Source: an optimization exercise on an open RTL-to-GDS flow (aim: small area, a short achievable clock period and few clock cycles). Production flows keep margins and buffers that such runs may drop.
In this exercise RTL edits were held to simulation tests only and were not proved equivalent to the original.
Power is estimated from default activity; no workload was simulated.

## run A
==> flow/design.v <==
`timescale 1ns/1ps
module tag_store_top (
  input  logic                   clk_i,
  input  logic                   rst_i,
  input  logic [(1 + 4 + $clog2(16) + 8 + 1)-1:0]   req_i,
  input  logic                   valid_i,
  output logic                   ready_o,
  input  logic [4-1:0]    lock_i,
  output logic [(4 + 2 + 8)-1:0]   res_o,
  output logic                   valid_o,
  input  logic                   ready_i
);
  localparam int QD = 4;    
  function automatic logic [3:0] victim_oh(input logic [3:0] elig,
                                           input logic [3:0] valid,
                                           input logic [1:0] ptr);
    logic [3:0] free, rot, r0, r1, r2, r3;
    free = elig & ~valid;
    r0 = elig[0] ? 4'b0001 : elig[1] ? 4'b0010 : elig[2] ? 4'b0100 : elig[3] ? 4'b1000 : 4'b0000;
    r1 = elig[1] ? 4'b0010 : elig[2] ? 4'b0100 : elig[3] ? 4'b1000 : elig[0] ? 4'b0001 : 4'b0000;
    r2 = elig[2] ? 4'b0100 : elig[3] ? 4'b1000 : elig[0] ? 4'b0001 : elig[1] ? 4'b0010 : 4'b0000;
    r3 = elig[3] ? 4'b1000 : elig[0] ? 4'b0001 : elig[1] ? 4'b0010 : elig[2] ? 4'b0100 : 4'b0000;
    case (ptr)
      2'd0:    rot = r0;
      2'd1:    rot = r1;
      2'd2:    rot = r2;
      default: rot = r3;
    endcase
    if (free[0])      victim_oh = 4'b0001;
    else if (free[1]) victim_oh = 4'b0010;
    else if (free[2]) victim_oh = 4'b0100;
    else if (free[3]) victim_oh = 4'b1000;
    else              victim_oh = rot;
  endfunction
  logic       rdy_q;
  logic [2:0] cnt_q;
  logic       accept;
  logic       pop;
  logic [2:0] cnt_next;
  assign accept   = valid_i & rdy_q;
  assign pop      = valid_o & ready_i;
  assign cnt_next = cnt_q + {2'b0, accept} - {2'b0, pop};
  always_ff @(posedge clk_i) begin
    if (rst_i) begin
      cnt_q <= '0;
      rdy_q <= 1'b1;
    end else begin
      cnt_q <= cnt_next;
      rdy_q <= cnt_next < 3'(QD);
    end
  end
  assign ready_o = rdy_q;
  logic        a_v;
  logic [17:0] a_req;
  logic [3:0]  a_lock;
  logic [15:0] a_sel;
  always_ff @(posedge clk_i) begin
    if (rst_i) a_v <= 1'b0;
    else       a_v <= accept;
    a_req  <= req_i;
    a_lock <= lock_i;
    for (int s = 0; s < 16; s++) a_sel[s] <= (req_i[12:9] == 4'(s));
  end
  logic [3:0] a_ind, a_idx, a_elig;
  logic [7:0] a_tag;
  assign a_ind  = a_req[16:13];
  assign a_idx  = a_req[12:9];
  assign a_tag  = a_req[8:1];
  assign a_elig = a_ind & ~a_lock;
  logic [3:0]  m_valid [16];
  logic [3:0]  m_dirty [16];
  logic [1:0]  m_ptr   [16];
  logic [7:0]  m_tag   [16][4];
  logic [3:0]  rd_valid, rd_dirty;
  logic [7:0]  rd_tag [4];
  logic [1:0]  rd_ptr;
  always_comb begin
    rd_valid = '0;
    rd_dirty = '0;
    rd_ptr   = '0;
    for (int w = 0; w < 4; w++) rd_tag[w] = '0;
    for (int s = 0; s < 16; s++) begin
      rd_valid = rd_valid | ({4{a_sel[s]}} & m_valid[s]);
      rd_dirty = rd_dirty | ({4{a_sel[s]}} & m_dirty[s]);
      rd_ptr   = rd_ptr   | ({2{a_sel[s]}} & m_ptr[s]);
      for (int w = 0; w < 4; w++) rd_tag[w] = rd_tag[w] | ({8{a_sel[s]}} & m_tag[s][w]);
    end
  end
  logic        b_v, b_flush, b_dirty, b_same, b_found;
  logic [3:0]  b_ind, b_idx;
  logic [7:0]  b_tag;
  logic [3:0]  b_hit0, b_hitk, b_vic0, b_ahitx;
  logic        b_ahit0;
  logic [3:0]  hit0_n, hitk_n;
  logic [3:0]  b_vick [4];
  logic [3:0]  b_valid0, b_dirtyv;
  logic [1:0]  b_ptr;
  logic [7:0]  b_tags [4];
  logic        same_n, eq_prev;
  logic [3:0]  v0;
  assign same_n  = b_v && (b_idx == a_idx);
  assign eq_prev = (b_tag == a_tag);
  assign v0      = rd_valid & ~((same_n && b_flush) ? b_ind : 4'b0);
  always_comb begin
    for (int w = 0; w < 4; w++) begin
      hit0_n[w] = a_ind[w] & v0[w] & (rd_tag[w] == a_tag);
      hitk_n[w] = a_ind[w] & eq_prev;
    end
  end
  always_ff @(posedge clk_i) begin
    if (rst_i) b_v <= 1'b0;
    else       b_v <= a_v;
    b_flush  <= a_req[17];
    b_ind    <= a_ind;
    b_idx    <= a_idx;
    b_tag    <= a_tag;
    b_dirty  <= a_req[0];
    b_same   <= same_n;
    b_found  <= |a_elig;
    b_hit0   <= hit0_n;
    b_hitk   <= hitk_n;
    b_ahit0  <= |hit0_n;
    for (int k = 0; k < 4; k++) begin
      b_ahitx[k] <= (|(hit0_n & ~(4'b0001 << k))) | hitk_n[k];
      b_tags[k]  <= rd_tag[k];
    end
    b_vic0   <= victim_oh(a_elig, v0, rd_ptr);
    for (int k = 0; k < 4; k++)
      b_vick[k] <= victim_oh(a_elig, rd_valid | (4'b0001 << k), 2'(k + 1));
    b_valid0 <= v0;
    b_dirtyv <= rd_dirty;
    b_ptr    <= rd_ptr;
  end
  logic [3:0]  w_valid, w_dirty, w_mod;
  logic        w_any;
  logic [1:0]  w_ptr;
  logic [7:0]  w_tag;
  logic [3:0]  ms, hit, vic_oh, c_valid, c_dirty;
  logic [1:0]  c_ptr, vic;
  logic [7:0]  c_tag [4];
  logic        any_hit, hit_dirty;
  always_comb begin
    for (int w = 0; w < 4; w++) begin
      ms[w]    = b_same & w_mod[w];
      hit[w]   = ms[w] ? b_hitk[w] : b_hit0[w];
      c_tag[w] = ms[w] ? w_tag : b_tags[w];
    end
    if (b_same && w_any) any_hit = |(w_mod & b_ahitx);
    else                 any_hit = b_ahit0;
    vic_oh  = b_vic0;
    if (|ms) begin
      vic_oh = '0;
      for (int k = 0; k < 4; k++) vic_oh = vic_oh | ({4{w_mod[k]}} & b_vick[k]);
    end
    c_valid = b_same ? w_valid : b_valid0;
    c_dirty = b_same ? w_dirty : b_dirtyv;
    c_ptr   = b_same ? w_ptr   : b_ptr;
    hit_dirty = (hit[0] & c_dirty[0]) |
                (~hit[0] & hit[1] & c_dirty[1]) |
                (~hit[0] & ~hit[1] & hit[2] & c_dirty[2]) |
                (~hit[0] & ~hit[1] & ~hit[2] & c_dirty[3]);
  end
  assign vic = {vic_oh[3] | vic_oh[2], vic_oh[3] | vic_oh[1]};
  logic        lookup, refill, dirty_upd;
  logic [3:0]  refill_oh, n_valid, n_dirty, sel_oh, ev_oh;
  logic [1:0]  n_ptr;
  logic [13:0] c_res;
  logic [7:0]  etag;
  assign lookup    = ~b_flush;
  assign refill    = lookup & ~any_hit & b_found;
  assign refill_oh = {4{refill}} & vic_oh;
  assign dirty_upd = lookup & any_hit & b_dirty & ~hit_dirty;
  always_comb begin
    if (b_flush)     n_valid = c_valid & ~b_ind;
    else             n_valid = c_valid | refill_oh;
    if (dirty_upd)   n_dirty = c_dirty | hit;
    else if (refill) n_dirty = (c_dirty & ~vic_oh) | (vic_oh & {4{b_dirty}});
    else             n_dirty = c_dirty;
    n_ptr = refill ? vic + 2'd1 : c_ptr;
  end
  logic [3:0]  fsoh;
  assign fsoh   = {b_ind[3] & ~|b_ind[2:0], b_ind[2] & ~|b_ind[1:0], b_ind[1] & ~b_ind[0], ~|b_ind[3:1] | b_ind[0]};
  assign sel_oh = b_flush ? fsoh : vic_oh;
  assign ev_oh  = sel_oh & c_valid;
  always_comb begin
    etag = '0;
    for (int w = 0; w < 4; w++) etag = etag | ({8{ev_oh[w]}} & c_tag[w]);
    c_res = '0;
    if (lookup && any_hit) begin
      c_res[13:10] = hit;
      c_res[9]     = 1'b1;
    end else if (b_flush || b_found) begin
      c_res[13:10] = b_flush ? b_ind : vic_oh;
      c_res[8]     = |(ev_oh & c_dirty);
      c_res[7:0]   = etag;
    end
  end
  always_ff @(posedge clk_i) begin
    w_valid <= n_valid;
    w_dirty <= n_dirty;
    w_ptr   <= n_ptr;
    w_mod   <= refill_oh;
    w_any   <= refill;
    w_tag   <= b_tag;
  end
  always_ff @(posedge clk_i) begin
    for (int s = 0; s < 16; s++) begin
      if (rst_i || (b_v && (b_idx == 4'(s)))) begin
        m_valid[s] <= n_valid & {4{~rst_i}};
        m_ptr[s]   <= n_ptr & {2{~rst_i}};
      end
      if (b_v && (b_idx == 4'(s))) begin
        m_dirty[s] <= n_dirty;
        for (int w = 0; w < 4; w++)
          if (refill_oh[w]) m_tag[s][w] <= b_tag;
      end
    end
  end
  logic [13:0] q [QD];
  logic [2:0]  qn_q;
  logic        vo_q;
  logic [2:0]  qn_next;
  assign qn_next = qn_q + {2'b0, b_v} - {2'b0, pop};
  always_ff @(posedge clk_i) begin
    if (rst_i) begin
      qn_q <= '0;
      vo_q <= 1'b0;
    end else begin
      qn_q <= qn_next;
      vo_q <= qn_next != 3'd0;
    end
    for (int i = 0; i < QD; i++) begin
      if (rst_i && (i == 0)) begin
        q[i] <= '0;
      end else if (pop) begin
        if (b_v && (qn_q == 3'(i + 1))) q[i] <= c_res;
        else if (i < QD - 1)            q[i] <= q[(i + 1) % QD];
      end else if (b_v && (qn_q == 3'(i))) begin
        q[i] <= c_res;
      end
    end
  end
  assign valid_o = vo_q;
  assign res_o   = q[0];
endmodule
==> flow/config.mk <==
export PLATFORM = sky130hd
export DESIGN_NAME = tag_store_top
export DESIGN_NICKNAME = tag_store_top
export VERILOG_FILES = /design/flow/design.v
export SDC_FILE = /design/flow/constraint.sdc
export NUM_CORES = 4
export LEC_CHECK = 0
export ABC_CLOCK_PERIOD_IN_PS = 2400
export CAP_MARGIN = 20
export CORE_MARGIN = 2
export CORE_UTILIZATION = 40
export CTS_BUF_LIST = sky130_fd_sc_hd__clkbuf_16
export CTS_CLUSTER_DIAMETER = 80
export CTS_CLUSTER_SIZE = 30
export SETUP_SLACK_MARGIN = 4.6
export SLEW_MARGIN = 20
==> flow/constraint.sdc <==
create_clock -name core_clock -period 7.0 [get_ports {clk_i}]
set_input_delay 1.4000 -clock core_clock [delete_from_list [all_inputs] [get_ports {clk_i}]]
set_output_delay 1.4000 -clock core_clock [all_outputs]
set_load 0.01 [all_outputs]
run.sh (not shown) runs the stock make flow with config.mk's settings and CLKGATE_MAP_FILE= SYNTH_SCRIPT=/design/flow/synth_recipe.tcl, a recipe that flattens the netlist after the stock synthesis.
Testbench counts of run A, summed over its fixed seeds: cycles 12,024.
The inputs of run B differ from those of run A as listed below.
Settings: ABC_CLOCK_PERIOD_IN_PS now 2500, was 2400; SETUP_SLACK_MARGIN now 4.5, was 4.6; CORE_UTILIZATION now 50, was 40.
--- outcome ---
- Note that the average via count per standard cell recorded for run A amounts to 0.918 times the value seen in run B.
- Run B against run A: final core utilization picked up an extra 11 points, combinational power did not really move, design area lost about 1.8%.
diff inputs: run B => run C
Settings: CORE_UTILIZATION changed from 50 to 40; TNS_END_PERCENT newly set to 30; CTS_CLUSTER_SIZE changed from 30 to 25.
Notes after the runs:
Run C ends up with higher time the worst path needs with I/O delays and setup than run B does. Placement-stage worst setup slack: run C vs run B down 0.031 ns. Comparing run C and run B, the higher vias after detailed routing is on run B. Layout-stage area growth over the synthesis result: higher on run B. The final reports for run C and run B show setup slack lower in the former. When run C is set beside run B, its share of layout cells above drive strength 1 turns out to be 2.2 points smaller. Relative to run B, the post-route total power measured on run C has increased slightly. Run C vs run B: number of detailed-route iterations in the first pass down in run C. Taking run B as the reference, in run C clock power higher, multi-input logic area fell about 4%.
Edits applied to the flow inputs when going from run C to run D:
Settings: a deleted TNS_END_PERCENT that had been 30; a change of CTS_CLUSTER_SIZE from 25 to 30.
[summary]
Total chip power is higher on run D
Global-route track usage on met2, run D and run C, higher one = run D.
Compared with run C, in run D initial antenna violation count rose by 1, minimum setup slack among reg-to-reg paths rose by 0.07 ns, cell area rose by about 2.3%, sequential cell count of the final layout stayed essentially flat.
Run D reports a lower sum of met3 wire segment lengths after detailed routing than run C does.
Run D ends up with higher cell count than run C does.
Against run C, post-cts gate resize count in run D rose by more than half.
Here is what was changed in the inputs of run E compared with run D.
Settings: CTS_CLUSTER_SIZE: 30 -> 20; CTS_CLUSTER_DIAMETER: 80 -> 60; TNS_END_PERCENT: unset -> 30; CTS_BUF_LIST: sky130_fd_sc_hd__clkbuf_16 -> sky130_fd_sc_hd__clkbuf_8 sky130_fd_sc_hd__clkbuf_16.
Looking at multi-input logic portion of the cell area, run E sits below run D. The estimated power of run E ends up higher than the estimate for run D. Taking run D as the reference point, the final period utilization of run E rises by 0.95 points. On power attributed to sequential cells, run D and run E are neck and neck.

## separate check: timing with driven ports
In the flow no input, the clock included, has a driving cell. The finished layouts below were timed again as built, in two steps. Step 1 sets driving cells, clkbuf_16 on the clock port and buf_2 on the other inputs (assumed; they add their load-dependent delay and slew). Step 2, shift: input delay + t, output delay - t, t = (earliest + latest rising clock arrival at the registers) / 2. This alone moves slack from input paths to output paths. a / b / c = ideal / step 1 / step 2; a / b = the first two.
run | t (ns) | setup slack, ns | hold WS [ns] | clock arrival spread, ns
run A | 0.663 | 4.491 / 4.441 / 3.942 | 0.369 / 0.369 / 0.369 | 0.060 / 0.060
run B | 0.672 | 4.421 / 4.421 / 3.926 | 0.336 / 0.336 / 0.336 | 0.039 / 0.039
run C | 0.673 | 4.401 / 4.348 / 3.862 | 0.332 / 0.332 / 0.332 | 0.040 / 0.040
run D | 0.661 | 4.467 / 4.452 / 3.937 | 0.374 / 0.374 / 0.374 | 0.073 / 0.073
run E | 0.714 | 4.401 / 4.401 / 3.730 | 0.331 / 0.331 / 0.331 | 0.040 / 0.040
After both steps setup and hold are still met in every run listed. The setup slack of run E, which loses most, moves by 0.000 ns with the drivers and by -0.671 ns with both steps.
